From an optimization exercise on the open Yosys and OpenROAD flow, aimed at small area, a short achievable clock period and few clock cycles per item; shortcuts taken in it are not production practice. The RTL was checked by simulation tests, not by an equivalence proof against the original design.

Design polyline_length_accumulator_core, start of the top module:
module polyline_length_accumulator_core (
    input  logic        i_clk,
    input  logic        i_rst_n,
    input  logic        i_in_valid,
    output logic        o_in_stall,
    input  logic [15:0] i_in_x,
    input  logic [15:0] i_in_y,
    input  logic        i_in_last,
    output logic        o_out_valid,
    input  logic        i_out_stall,
    output logic [31:0] o_out_length,
    output logic [15:0] o_out_count
);
Size: roughly 4700 cells after synthesis, about 87 I/O pins, roughly 39000 um^2 of cells after synthesis.
Settings: LEC_CHECK=0, ABC_AREA=1, CAP_MARGIN=20, CORE_MARGIN=2, CORE_UTILIZATION=40, CTS_BUF_LIST=sky130_fd_sc_hd__clkbuf_16, CTS_CLUSTER_DIAMETER=80, CTS_CLUSTER_SIZE=30, SLEW_MARGIN=20; clock period 10.0 ns.
standard.sh (not shown) runs the stock make flow with config.mk's settings and CLKGATE_MAP_FILE= SYNTH_SCRIPT=/design/flow/synth_recipe.tcl, a recipe that flattens the netlist after the stock synthesis.
==> flow/flow/run.sh <==
#!/bin/bash
# the standard layout (the standard.sh: unchanged synthesis, floorplan,
# placement, clock tree, routing) with two changes to how it is made:
# - every input and output port still gets its buffer, but a plain buf_2
#   instead of the delay-cell buffer that buffer_ports picks by itself
# - timing repair aims at a shorter period than the clock's: setup repair
#   keeps going until each path has the margin below, instead of stopping
#   once the 10 ns clock is met
bash standard.sh SETUP_SLACK_MARGIN=6.5 TNS_END_PERCENT=100 \
    "BUFFER_PORTS_ARGS=-buffer_cell sky130_fd_sc_hd__buf_2" finish > standard.log 2>&1
The baseline completed with no timing, DRC or antenna violations.
Testbench counts at the start, summed over its fixed seeds: cycles 7,066, points 6,831.
Edit:
Settings changed: ABC_AREA 1 to unset.
Maximum frequency decreases by about a fifth. Sequential share of layout area rises by 0.52 points. Core utilization went up by 1.9 points. Synthesized cell count shrinks by about a fifth. Die area shrinks by a few percent. Final area fell slightly. Global-route usage barely changes. Worst hold slack is worse by 0.025 ns. Flip-flop and latch count does not change.
Edit:
--- a/flow/flow/run.sh
+++ b/flow/flow/run.sh
@@ -8,3 +8,3 @@
 #   once the 10 ns clock is met
-bash standard.sh SETUP_SLACK_MARGIN=6.5 TNS_END_PERCENT=100 \
+bash standard.sh SETUP_SLACK_MARGIN=6.3 TNS_END_PERCENT=100 \
     "BUFFER_PORTS_ARGS=-buffer_cell sky130_fd_sc_hd__buf_2" finish > standard.log 2>&1
Settings changed: ABC_AREA set to 1.
The new run finished clean.
Wire length is higher by 5.8%.
Critical path depth is lower by 13.
Non-clock buffer count is lower by 133.
Die area is higher by 5.6%.
First-iteration DRC count is higher by 34%.
Design area is lower by 0.79%.
Maximum frequency is higher by 21%.
Edit:
==> flow/flow/run.sh (replaced) <==
#!/bin/bash
# the standard layout (the standard.sh: unchanged synthesis, floorplan,
# placement, clock tree, routing), with its timing repair aimed at a shorter
# period than the clock's: setup repair keeps going until each path has the
# margin below, instead of stopping once the 10 ns clock is met
bash standard.sh SETUP_SLACK_MARGIN=${MARGIN:-6.5} TNS_END_PERCENT=100 finish > standard.log 2>&1
Settings changed: CTS_BUF_LIST sky130_fd_sc_hd__clkbuf_16 to unset, CTS_CLUSTER_DIAMETER 80 to unset, CTS_CLUSTER_SIZE 30 to unset.
What happened: The new run produced a clean layout. Worst setup slack gains 0.12 ns. Die area stays the same. Critical path depth went up by 2. Routed wire length grows by 2.9%. Utilization is higher by 2.6 points. Count of clock-buffer cells in the layout increases by 67. Flip-flop and latch count does not change.

========
Another version of the RTL of polyline_length_accumulator_core (not shown whole).
For scale: roughly 4100 cells after synthesis, roughly 630 flip-flops, roughly 87 I/O pins.
export LEC_CHECK = 0
export ABC_AREA = 1
export CAP_MARGIN = 20
export CORE_MARGIN = 2
export CORE_UTILIZATION = 40
export CTS_BUF_LIST = sky130_fd_sc_hd__clkbuf_16
export CTS_CLUSTER_DIAMETER = 80
export CTS_CLUSTER_SIZE = 30
export PLACE_DENSITY = 0.75
export SLEW_MARGIN = 20
create_clock -name core_clock -period 10.0 [get_ports {i_clk}]
==> flow/flow/run.sh <==
#!/bin/bash
# the standard layout (the standard.sh: unchanged synthesis, floorplan,
# placement, clock tree, routing) with two changes to how it is made:
# - every input and output port still gets its buffer, but a plain buf_2
#   instead of the delay-cell buffer that buffer_ports picks by itself
# - timing repair aims at a shorter period than the clock's: setup repair
#   keeps going until each path has the margin below, instead of stopping
#   once the 10 ns clock is met
bash standard.sh SETUP_SLACK_MARGIN=6.5 TNS_END_PERCENT=100 \
    "BUFFER_PORTS_ARGS=-buffer_cell sky130_fd_sc_hd__buf_2" finish > standard.log 2>&1
The starting point ran to the end with no violations.
Testbench counts at the start, summed over its fixed seeds: cycles 7,029, points 6,831.
Then changed:
CORE_UTILIZATION = 50   (was 40)
PLACE_DENSITY = not set   (was 0.75)
Result: Worst hold slack got worse by 0.0073 ns. Final area stays flat. Global-route usage went up by 4.7 points. Core utilization went up by 11 points.
Then changed:
CORE_UTILIZATION = 40   (was 50)
GPL_ROUTABILITY_DRIVEN = 0   (was not set)
What happened:
- The new run went through all stages and came out clean
- core utilization falls by 11 points
- register-to-register slack gets worse by 0.14 ns
- wire length rose by 3.0%
- worst setup slack loses 0.14 ns
- non-clock buffer count goes down by 9
Then changed:
--- a/flow/flow/run.sh
+++ b/flow/flow/run.sh
@@ -9 +9 @@
-bash standard.sh SETUP_SLACK_MARGIN=6.5 TNS_END_PERCENT=100 \
+bash standard.sh SETUP_SLACK_MARGIN=6.6 TNS_END_PERCENT=100 \
GPL_ROUTABILITY_DRIVEN = not set   (was 0)
=> Count of clock-buffer cells in the layout drops by 2; cell area goes up by 2.6%; die area stays the same; flip-flop and latch count stays the same; via count goes up by 0.51%; setup slack improves by 0.035 ns; routed wire length barely changes; non-clock buffer count grows by 67; global-route usage went down by 0.21 points.

==> port drivers added, routing unchanged <==
The results above use ideal ports. As a check the final layouts listed here were re-extracted and re-timed, cells and wires unchanged.
Step 1, drivers: a clkbuf_16 drives i_clk and a buf_2 each remaining input, both assumed.
Step 2 times the ports against the registers' clock, not the clock port: input delays grow and output delays shrink by t, the midpoint of the rising clock arrivals with the driver on.
Three values: ideal, step 1, step 2; two values: the first two.
run	t (ns)	slack for setup (ns)	worst register clock-pin slew, ns	worst data-port slew with drivers (ns)	pins driven straight from the clock port
the first run of note 1	0.658	6.594 / 6.594 / 6.163	0.12 / 0.12	0.05	1
the second run of note 1	0.656	5.699 / 5.699 / 5.699	0.11 / 0.11	0.06	1
the third run of note 1	0.649	6.445 / 6.445 / 5.812	0.12 / 0.12	0.05	1
the fourth run of note 1	0.685	6.565 / 6.539 / 5.976	0.07 / 0.07	0.07	1
the first run of note 2	0.653	6.536 / 6.536 / 6.125	0.11 / 0.11	0.05	1
the second run of note 2	0.645	6.597 / 6.597 / 6.164	0.11 / 0.11	0.03	1
the third run of note 2	0.645	6.454 / 6.454 / 6.182	0.11 / 0.11	0.05	1
the fourth run of note 2	0.640	6.489 / 6.489 / 6.188	0.11 / 0.11	0.05	1
After both steps setup and hold are still met in every run listed. For the third run of note 1, which loses most, drivers alone change the setup slack by 0.000 ns; drivers and shift together by -0.633 ns.
